This design comes from an exercise in tuning for small area, a short achievable clock period and few clock cycles per item on the open sky130 flow, not from production work. At most, simulation tests tie the RTL to the original design; equivalence was not proved. Power is estimated from default activity; no workload was simulated.

Design sorted_unique_list_engine, start of the top module:
module sorted_unique_list_engine #(
  parameter int CAPACITY = sule_pkg::DEFAULT_CAPACITY
) (
  input  wire logic                               clk,
  input  wire logic                               rst,
  input  wire logic                               req_valid,
  output logic                                    req_stall,
  input  wire logic [sule_pkg::REQ_W-1:0]         req_type,
  input  wire logic signed [sule_pkg::DATA_W-1:0] value,
  output logic                                    rsp_valid,
  input  wire logic                               rsp_stall,
  output logic [sule_pkg::STAT_W-1:0]             status,
  output logic [sule_pkg::OUT_W-1:0]              position,
  output logic [sule_pkg::OUT_W-1:0]              count
);
Size in the first run: ~5100 cells after synthesis, ~1200 flip-flops, about 54 I/O pins, about 63000 um2 of cells after synthesis.
==> module sule_dp, before the edit <==
module sule_dp #(
  parameter int CAPACITY = sule_pkg::DEFAULT_CAPACITY
) (
  input  wire logic                               clk,
  input  wire logic                               rst,
  input  wire logic signed [sule_pkg::DATA_W-1:0] val,    
  input  wire logic                               ins,    
  input  wire logic                               rem,    
  output logic [CAPACITY-1:0]                     lt,     
  output logic                                    hit,    
  output logic                                    full    
);
  localparam int AW = $clog2(CAPACITY);
  logic signed [sule_pkg::DATA_W-1:0] ent [CAPACITY];
  logic [CAPACITY-1:0]                vld;
  logic [CAPACITY-1:0]                vld_eff;
  logic [CAPACITY-1:0]                eq;
  logic [CAPACITY-1:0]                all_below;
  logic [CAPACITY-1:0]                free1;
  logic [AW-1:0]                      free_idx;
  logic [AW-1:0]                      hit_idx;
  logic [AW-1:0]                      kill_idx;   
  logic                               kill;       
  always_comb begin
    for (int i = 0; i < CAPACITY; i++) begin
      vld_eff[i] = vld[i] & ~(kill & (kill_idx == AW'(i)));
    end
    full = &vld_eff;
  end
  always_comb begin
    for (int i = 0; i < CAPACITY; i++) begin
      eq[i] = vld_eff[i] & (ent[i] == val);
      lt[i] = vld_eff[i] & (ent[i] < val);
    end
    hit = |eq;
    hit_idx = '0;
    for (int i = 0; i < CAPACITY; i++) begin
      hit_idx = hit_idx | ({AW{eq[i]}} & AW'(i));
    end
  end
  always_comb begin
    all_below[0] = 1'b1;
    for (int i = 1; i < CAPACITY; i++) begin
      all_below[i] = all_below[i-1] & vld_eff[i-1];
    end
    free1 = ~vld_eff & all_below;
    free_idx = '0;
    for (int i = 0; i < CAPACITY; i++) begin
      free_idx = free_idx | ({AW{free1[i]}} & AW'(i));
    end
  end
  always_ff @(posedge clk) begin
    for (int i = 0; i < CAPACITY; i++) begin
      if (free1[i]) begin
        ent[i] <= val;
      end
    end
  end
  always_ff @(posedge clk) begin
    kill_idx <= ins ? free_idx : hit_idx;
    if (rst) begin
      vld  <= '0;
      kill <= 1'b0;
    end else begin
      vld  <= vld_eff | ({CAPACITY{ins}} & free1);
      kill <= hit & ((ins & ~full) | rem);
    end
  end
endmodule
Settings: LEC_CHECK=0, ABC_AREA=1, CAP_MARGIN=20, CORE_MARGIN=2, CORE_UTILIZATION=50, SETUP_SLACK_MARGIN=5.0, SLEW_MARGIN=20; clock period 8.0 ns.
run.sh (not shown) runs the stock make flow with config.mk's settings and CLKGATE_MAP_FILE= SYNTH_SCRIPT=/design/flow/synth_recipe.tcl, a recipe that flattens the netlist after the stock synthesis.
==> next run, changes <==
--- a/flow/design.v
+++ b/flow/design.v
@@ -200,29 +200,24 @@
   logic [CAPACITY-1:0]                vld_eff;
   logic [CAPACITY-1:0]                eq;
   logic [CAPACITY-1:0]                all_below;
   logic [CAPACITY-1:0]                free1;
   logic [AW-1:0]                      free_idx;
-  logic [AW-1:0]                      hit_idx;
-  logic [AW-1:0]                      kill_idx;   
-  logic                               kill;       
+  logic [AW-1:0]                      spec_idx;   
+  logic                               spec_bad;   
   always_comb begin
     for (int i = 0; i < CAPACITY; i++) begin
-      vld_eff[i] = vld[i] & ~(kill & (kill_idx == AW'(i)));
+      vld_eff[i] = vld[i] & ~(spec_bad & (spec_idx == AW'(i)));
     end
     full = &vld_eff;
   end
   always_comb begin
     for (int i = 0; i < CAPACITY; i++) begin
       eq[i] = vld_eff[i] & (ent[i] == val);
       lt[i] = vld_eff[i] & (ent[i] < val);
     end
     hit = |eq;
-    hit_idx = '0;
-    for (int i = 0; i < CAPACITY; i++) begin
-      hit_idx = hit_idx | ({AW{eq[i]}} & AW'(i));
-    end
   end
   always_comb begin
     all_below[0] = 1'b1;
     for (int i = 1; i < CAPACITY; i++) begin
       all_below[i] = all_below[i-1] & vld_eff[i-1];
@@ -239,17 +234,17 @@
         ent[i] <= val;
       end
     end
   end
   always_ff @(posedge clk) begin
-    kill_idx <= ins ? free_idx : hit_idx;
+    spec_idx <= free_idx;
     if (rst) begin
-      vld  <= '0;
-      kill <= 1'b0;
+      vld      <= '0;
+      spec_bad <= 1'b0;
     end else begin
-      vld  <= vld_eff | ({CAPACITY{ins}} & free1);
-      kill <= hit & ((ins & ~full) | rem);
+      vld      <= (vld_eff & ~({CAPACITY{rem}} & eq)) | ({CAPACITY{ins}} & free1);
+      spec_bad <= ins & hit & ~full;
     end
   end
 endmodule
 `default_nettype wire
 `timescale 1ns / 1ps
=> Power increases by 0.75%. Worst setup slack is better by 17 ps. Worst hold slack is worse by 7.2 ps. Routed wire length decreases by 5.8%. Cell area decreases by 2.4%. Die area increases by 0.74%. Sequential power is about the same. Clock-buffer cell count increases by 16. Non-clock buffer count decreases by 107. Global-route usage decreases by 1.5 points. Flip-flop and latch count stays the same.
Testbench counts after the change, summed over its fixed seeds: cycles 4,032, items 4,000.
For the first run of this note, only the layout was checked, not whether the RTL still works.

The RTL this note starts from:
==> flow/design.v <==
`timescale 1ns / 1ps
`default_nettype none
package sule_pkg;
  localparam int DATA_W           = 32;
  localparam int REQ_W            = 2;
  localparam int STAT_W           = 2;
  localparam int OUT_W            = 6;
  localparam int DEFAULT_CAPACITY = 32;
  localparam logic [REQ_W-1:0] REQ_INSERT = 2'd0;
  localparam logic [REQ_W-1:0] REQ_REMOVE = 2'd1;
  localparam logic [REQ_W-1:0] REQ_SEARCH = 2'd2;
  localparam logic [STAT_W-1:0] ST_DONE    = 2'd0;
  localparam logic [STAT_W-1:0] ST_PRESENT = 2'd1;
  localparam logic [STAT_W-1:0] ST_ABSENT  = 2'd2;
  localparam logic [STAT_W-1:0] ST_FULL    = 2'd3;
endpackage
`default_nettype wire
`timescale 1ns / 1ps
`default_nettype none
module sule_ctrl #(
  parameter int CAPACITY = sule_pkg::DEFAULT_CAPACITY
) (
  input  wire logic                               clk,
  input  wire logic                               rst,
  input  wire logic                               req_valid,
  output logic                                    req_stall,
  input  wire logic [sule_pkg::REQ_W-1:0]         req_type,
  input  wire logic signed [sule_pkg::DATA_W-1:0] value,
  output logic                                    rsp_valid,
  input  wire logic                               rsp_stall,
  output logic [sule_pkg::STAT_W-1:0]             status,
  output logic [sule_pkg::OUT_W-1:0]              position,
  output logic [sule_pkg::OUT_W-1:0]              count,
  output logic signed [sule_pkg::DATA_W-1:0]      val,
  output logic                                    ins,
  output logic                                    rem,
  input  wire logic [CAPACITY-1:0]                lt,
  input  wire logic                               hit,    
  input  wire logic                               full
);
  localparam int NG    = CAPACITY / 8;    
  localparam int DEPTH = 5;               
  localparam int RW    = sule_pkg::STAT_W + sule_pkg::OUT_W + 2;
  logic                       s0_v;
  logic [sule_pkg::REQ_W-1:0] s0_type;
  logic                       accept;
  assign accept = req_valid & ~req_stall;
  always_ff @(posedge clk) begin
    val     <= value;
    s0_type <= req_type;
    if (rst) begin
      s0_v <= 1'b0;
    end else begin
      s0_v <= accept;
    end
  end
  assign ins = s0_v & (s0_type == sule_pkg::REQ_INSERT);
  assign rem = s0_v & (s0_type == sule_pkg::REQ_REMOVE);
  logic                s1_v;
  logic                s1_ins, s1_rem;
  logic                s1_hit, s1_full;
  logic [CAPACITY-1:0] s1_lt;
  assign s1_hit = hit;    
  always_ff @(posedge clk) begin
    s1_ins  <= (s0_type == sule_pkg::REQ_INSERT);
    s1_rem  <= (s0_type == sule_pkg::REQ_REMOVE);
    s1_full <= full;
    s1_lt   <= lt;
    if (rst) begin
      s1_v <= 1'b0;
    end else begin
      s1_v <= s0_v;
    end
  end
  logic                        ins_ok, rem_ok;
  logic [sule_pkg::STAT_W-1:0] st2;
  logic [3:0]                  pc2 [NG];
  assign ins_ok = s1_v & s1_ins & ~s1_hit & ~s1_full;
  assign rem_ok = s1_v & s1_rem & s1_hit;
  always_comb begin
    if (s1_ins) begin
      st2 = s1_hit  ? sule_pkg::ST_PRESENT :
            s1_full ? sule_pkg::ST_FULL    : sule_pkg::ST_DONE;
    end else begin
      st2 = s1_hit ? sule_pkg::ST_DONE : sule_pkg::ST_ABSENT;
    end
    for (int g = 0; g < NG; g++) begin
      pc2[g] = (4'(s1_lt[8*g])   + 4'(s1_lt[8*g+1]) + 4'(s1_lt[8*g+2])) +
               (4'(s1_lt[8*g+3]) + 4'(s1_lt[8*g+4]) + 4'(s1_lt[8*g+5])) +
               (4'(s1_lt[8*g+6]) + 4'(s1_lt[8*g+7]));
    end
  end
  logic                        s2_v;
  logic [sule_pkg::STAT_W-1:0] s2_st;
  logic [1:0]                  s2_dc;    
  logic [3:0]                  s2_pc [NG];
  always_ff @(posedge clk) begin
    s2_st  <= st2;
    s2_dc  <= {ins_ok, rem_ok};
    for (int g = 0; g < NG; g++) begin
      s2_pc[g] <= pc2[g];
    end
    if (rst) begin
      s2_v <= 1'b0;
    end else begin
      s2_v <= s1_v;
    end
  end
  logic [5:0] pos3;
  always_comb begin
    pos3 = '0;
    for (int g = 0; g < NG; g++) begin
      pos3 = pos3 + 6'(s2_pc[g]);
    end
  end
  logic [RW-1:0]    q_d [DEPTH];
  logic [DEPTH-1:0] q_v;
  logic [RW-1:0]    push_d;
  logic             pop;
  logic [RW-1:0]    src_d [DEPTH];
  logic [DEPTH-1:0] src_v;
  logic [DEPTH-1:0] put;
  assign push_d = {s2_st, pos3, s2_dc};
  assign pop    = q_v[0] & ~rsp_stall;
  always_comb begin
    for (int j = 0; j < DEPTH; j++) begin
      if (pop) begin
        src_v[j] = (j + 1 < DEPTH) ? q_v[(j+1)%DEPTH] : 1'b0;
        src_d[j] = q_d[(j+1)%DEPTH];
      end else begin
        src_v[j] = q_v[j];
        src_d[j] = q_d[j];
      end
    end
    for (int j = 0; j < DEPTH; j++) begin
      put[j] = s2_v & ~src_v[j] & ((j == 0) ? 1'b1 : src_v[(j+DEPTH-1)%DEPTH]);
    end
  end
  logic [RW-1:0]              head_d;
  logic                       head_new;
  logic [sule_pkg::OUT_W-1:0] cnt_q;
  assign head_d   = put[0] ? push_d : src_d[0];
  assign head_new = put[0] | (pop & q_v[(1)%DEPTH]);
  always_ff @(posedge clk) begin
    for (int j = 1; j < DEPTH; j++) begin
      q_d[j] <= put[j] ? push_d : src_d[j];
    end
    if (rst) begin
      q_d[0] <= '0;
      q_v    <= '0;
      cnt_q  <= '0;
    end else begin
      q_d[0] <= head_d;
      q_v    <= src_v | put;
      if (head_new) begin
        cnt_q <= cnt_q + sule_pkg::OUT_W'(head_d[1]) - sule_pkg::OUT_W'(head_d[0]);
      end
    end
  end
  assign rsp_valid = q_v[0];
  assign status    = q_d[0][RW-1 -: sule_pkg::STAT_W];
  assign position  = q_d[0][2 +: sule_pkg::OUT_W];
  assign count     = cnt_q;
  logic [DEPTH-1:0] inwork;
  logic             up, down;
  assign up        = accept & ~pop;
  assign down      = pop & ~accept;
  assign req_stall = inwork[DEPTH-1];
  always_ff @(posedge clk) begin
    if (rst) begin
      inwork <= '0;
    end else if (up) begin
      inwork <= {inwork[DEPTH-2:0], 1'b1};
    end else if (down) begin
      inwork <= {1'b0, inwork[DEPTH-1:1]};
    end
  end
endmodule
`default_nettype wire
`timescale 1ns / 1ps
`default_nettype none
module sule_dp #(
  parameter int CAPACITY = sule_pkg::DEFAULT_CAPACITY
) (
  input  wire logic                               clk,
  input  wire logic                               rst,
  input  wire logic signed [sule_pkg::DATA_W-1:0] val,    
  input  wire logic                               ins,    
  input  wire logic                               rem,    
  output logic [CAPACITY-1:0]                     lt,     
  output logic                                    hit,    
  output logic                                    full    
);
  localparam int AW = $clog2(CAPACITY);
  localparam logic [sule_pkg::DATA_W-1:0] STORE_FLIP = {1'b0, {(sule_pkg::DATA_W-1){1'b1}}};
  localparam logic [sule_pkg::DATA_W-1:0] QUERY_FLIP = {1'b1, {(sule_pkg::DATA_W-1){1'b0}}};
  logic [sule_pkg::DATA_W-1:0] ent [CAPACITY];
  logic [sule_pkg::DATA_W-1:0] qry;
  logic [CAPACITY-1:0]                vld;
  logic [CAPACITY-1:0]                vld_eff;
  logic [CAPACITY-1:0]                eq;
  logic [CAPACITY-1:0]                all_below;
  logic [CAPACITY-1:0]                free1;
  localparam int NHP = CAPACITY / 4;
  logic [CAPACITY-1:0]                kill_oh;   
  logic                               kill_rq;   
  logic [NHP-1:0]                     hit_part;  
  logic                               kill;
  always_comb begin
    hit  = |hit_part;
    kill = kill_rq & hit;
    for (int i = 0; i < CAPACITY; i++) begin
      vld_eff[i] = vld[i] & ~(kill & kill_oh[i]);
    end
    full = &vld_eff;
  end
  function automatic logic [1:0] cmp_lt_eq(input logic [sule_pkg::DATA_W-1:0] st,
                                           input logic [sule_pkg::DATA_W-1:0] qy);
    logic [sule_pkg::DATA_W-1:0] l, q;
    l = st & qy;
    q = st ^ qy;
    for (int w = sule_pkg::DATA_W / 2; w >= 1; w = w / 2) begin
      for (int j = 0; j < w; j++) begin
        l[j] = l[2*j+1] | (q[2*j+1] & l[2*j]);
        q[j] = q[2*j+1] & q[2*j];
      end
    end
    cmp_lt_eq = {l[0], q[0]};
  endfunction
  assign qry = val ^ QUERY_FLIP;
  always_comb begin
    for (int i = 0; i < CAPACITY; i++) begin
      {lt[i], eq[i]} = cmp_lt_eq(ent[i], qry) & {2{vld_eff[i]}};
    end
  end
  always_comb begin
    all_below[0] = 1'b1;
    for (int i = 1; i < CAPACITY; i++) begin
      all_below[i] = all_below[i-1] & vld_eff[i-1];
    end
    free1 = ~vld_eff & all_below;
  end
  always_ff @(posedge clk) begin
    for (int i = 0; i < CAPACITY; i++) begin
      if (!vld_eff[i]) begin
        ent[i] <= val ^ STORE_FLIP;
      end
    end
  end
  always_ff @(posedge clk) begin
    kill_oh <= rem ? eq : free1;
    for (int k = 0; k < NHP; k++) begin
      hit_part[k] <= |eq[4*k +: 4];
    end
    if (rst) begin
      vld     <= '0;
      kill_rq <= 1'b0;
    end else begin
      vld     <= vld_eff | ({CAPACITY{ins}} & free1);
      kill_rq <= ins | rem;
    end
  end
endmodule
`default_nettype wire
`timescale 1ns / 1ps
`default_nettype none
module sorted_unique_list_engine #(
  parameter int CAPACITY = sule_pkg::DEFAULT_CAPACITY
) (
  input  wire logic                               clk,
  input  wire logic                               rst,
  input  wire logic                               req_valid,
  output logic                                    req_stall,
  input  wire logic [sule_pkg::REQ_W-1:0]         req_type,
  input  wire logic signed [sule_pkg::DATA_W-1:0] value,
  output logic                                    rsp_valid,
  input  wire logic                               rsp_stall,
  output logic [sule_pkg::STAT_W-1:0]             status,
  output logic [sule_pkg::OUT_W-1:0]              position,
  output logic [sule_pkg::OUT_W-1:0]              count
);
  logic signed [sule_pkg::DATA_W-1:0] val;
  logic                               ins, rem;
  logic [CAPACITY-1:0]                lt;
  logic                               hit;
  logic                               full;
  sule_ctrl #(
    .CAPACITY (CAPACITY)
  ) u_ctrl (
    .clk       (clk),
    .rst       (rst),
    .req_valid (req_valid),
    .req_stall (req_stall),
    .req_type  (req_type),
    .value     (value),
    .rsp_valid (rsp_valid),
    .rsp_stall (rsp_stall),
    .status    (status),
    .position  (position),
    .count     (count),
    .val       (val),
    .ins       (ins),
    .rem       (rem),
    .lt        (lt),
    .hit       (hit),
    .full      (full)
  );
  sule_dp #(
    .CAPACITY (CAPACITY)
  ) u_dp (
    .clk (clk),
    .rst (rst),
    .val (val),
    .ins (ins),
    .rem (rem),
    .lt  (lt),
    .hit (hit),
    .full (full)
  );
endmodule
`default_nettype wire
export LEC_CHECK = 0
export ABC_AREA = 1
export CAP_MARGIN = 20
export CORE_MARGIN = 2
export CORE_UTILIZATION = 60
export CTS_CLUSTER_DIAMETER = 70
export CTS_CLUSTER_SIZE = 30
export SETUP_SLACK_MARGIN = 5.0
export SLEW_MARGIN = 20
create_clock -name core_clock -period 8.0 [get_ports {clk}]
Change:
--- a/flow/design.v
+++ b/flow/design.v
@@ -135,14 +135,26 @@
     for (int j = 0; j < DEPTH; j++) begin
       put[j] = s2_v & ~src_v[j] & ((j == 0) ? 1'b1 : src_v[(j+DEPTH-1)%DEPTH]);
     end
   end
   logic [RW-1:0]              head_d;
-  logic                       head_new;
   logic [sule_pkg::OUT_W-1:0] cnt_q;
-  assign head_d   = put[0] ? push_d : src_d[0];
-  assign head_new = put[0] | (pop & q_v[(1)%DEPTH]);
+  logic [sule_pkg::OUT_W-1:0] cnt_inc, cnt_dec, cnt_push, cnt_next, cnt_next2;
+  assign head_d = put[0] ? push_d : src_d[0];
+  always_comb begin
+    cnt_inc   = cnt_q + sule_pkg::OUT_W'(1);
+    cnt_dec   = cnt_q - sule_pkg::OUT_W'(1);
+    cnt_push  = push_d[1] ? cnt_inc : push_d[0] ? cnt_dec : cnt_q;
+    cnt_next2 = q_d[(1)%DEPTH][1] ? cnt_inc : q_d[(1)%DEPTH][0] ? cnt_dec : cnt_q;
+    if (put[0]) begin
+      cnt_next = cnt_push;
+    end else if (pop & q_v[(1)%DEPTH]) begin
+      cnt_next = cnt_next2;
+    end else begin
+      cnt_next = cnt_q;
+    end
+  end
   always_ff @(posedge clk) begin
     for (int j = 1; j < DEPTH; j++) begin
       q_d[j] <= put[j] ? push_d : src_d[j];
     end
     if (rst) begin
@@ -150,13 +162,11 @@
       q_v    <= '0;
       cnt_q  <= '0;
     end else begin
       q_d[0] <= head_d;
       q_v    <= src_v | put;
-      if (head_new) begin
-        cnt_q <= cnt_q + sule_pkg::OUT_W'(head_d[1]) - sule_pkg::OUT_W'(head_d[0]);
-      end
+      cnt_q  <= cnt_next;
     end
   end
   assign rsp_valid = q_v[0];
   assign status    = q_d[0][RW-1 -: sule_pkg::STAT_W];
   assign position  = q_d[0][2 +: sule_pkg::OUT_W];
Core utilization falls by 0.19 points.
Area after synthesis rises by 0.40%.
Design area is about the same.
Fmax rises by 4.1%.
Wire length falls by 3.8%.
Power falls by 1.1%.
Worst hold slack improves by 0.031 ns.
Sequential power barely changes.
Non-clock buffer count falls by 11.
Synthesized cell count rises by 1.4%.
Final cell count rises by 0.99%.
Setup slack improves by 0.12 ns.
Clock power falls by about 3%.
Global-route usage falls by 1.9 points.
No run of this note included a check of the RTL's function; only the layout flow was run.

==> port drivers added, routing unchanged <==
Ports are ideal in the flow. The routed layouts listed here were re-timed in OpenROAD.
Step 1 assumes that a clkbuf_16 drives the clock port and a buf_2 every other input.
Step 2 also shifts input and output timing later by t, the mid clock arrival at the registers, as if the neighbouring blocks saw the same clock.
a / b / c = ideal ports / drivers / drivers and shift; a / b = the first two.
run | t (ns) | slack for setup (ns) | worst setup path after step 2
the first run of note 1 | 0.853 | 4.987 / 4.955 / 4.291 | input to register
the second run of note 1 | 0.840 | 5.005 / 4.948 / 4.220 | input to register
the first run of note 2 | 0.750 | 4.870 / 4.881 / 4.131 | input to register
the second run of note 2 | 0.748 | 4.994 / 4.971 / 4.613 | input to register
After both steps setup and hold are still met in every run listed. The setup slack of the second run of note 1, which loses most, moves by -0.057 ns with the drivers and by -0.785 ns with both steps.
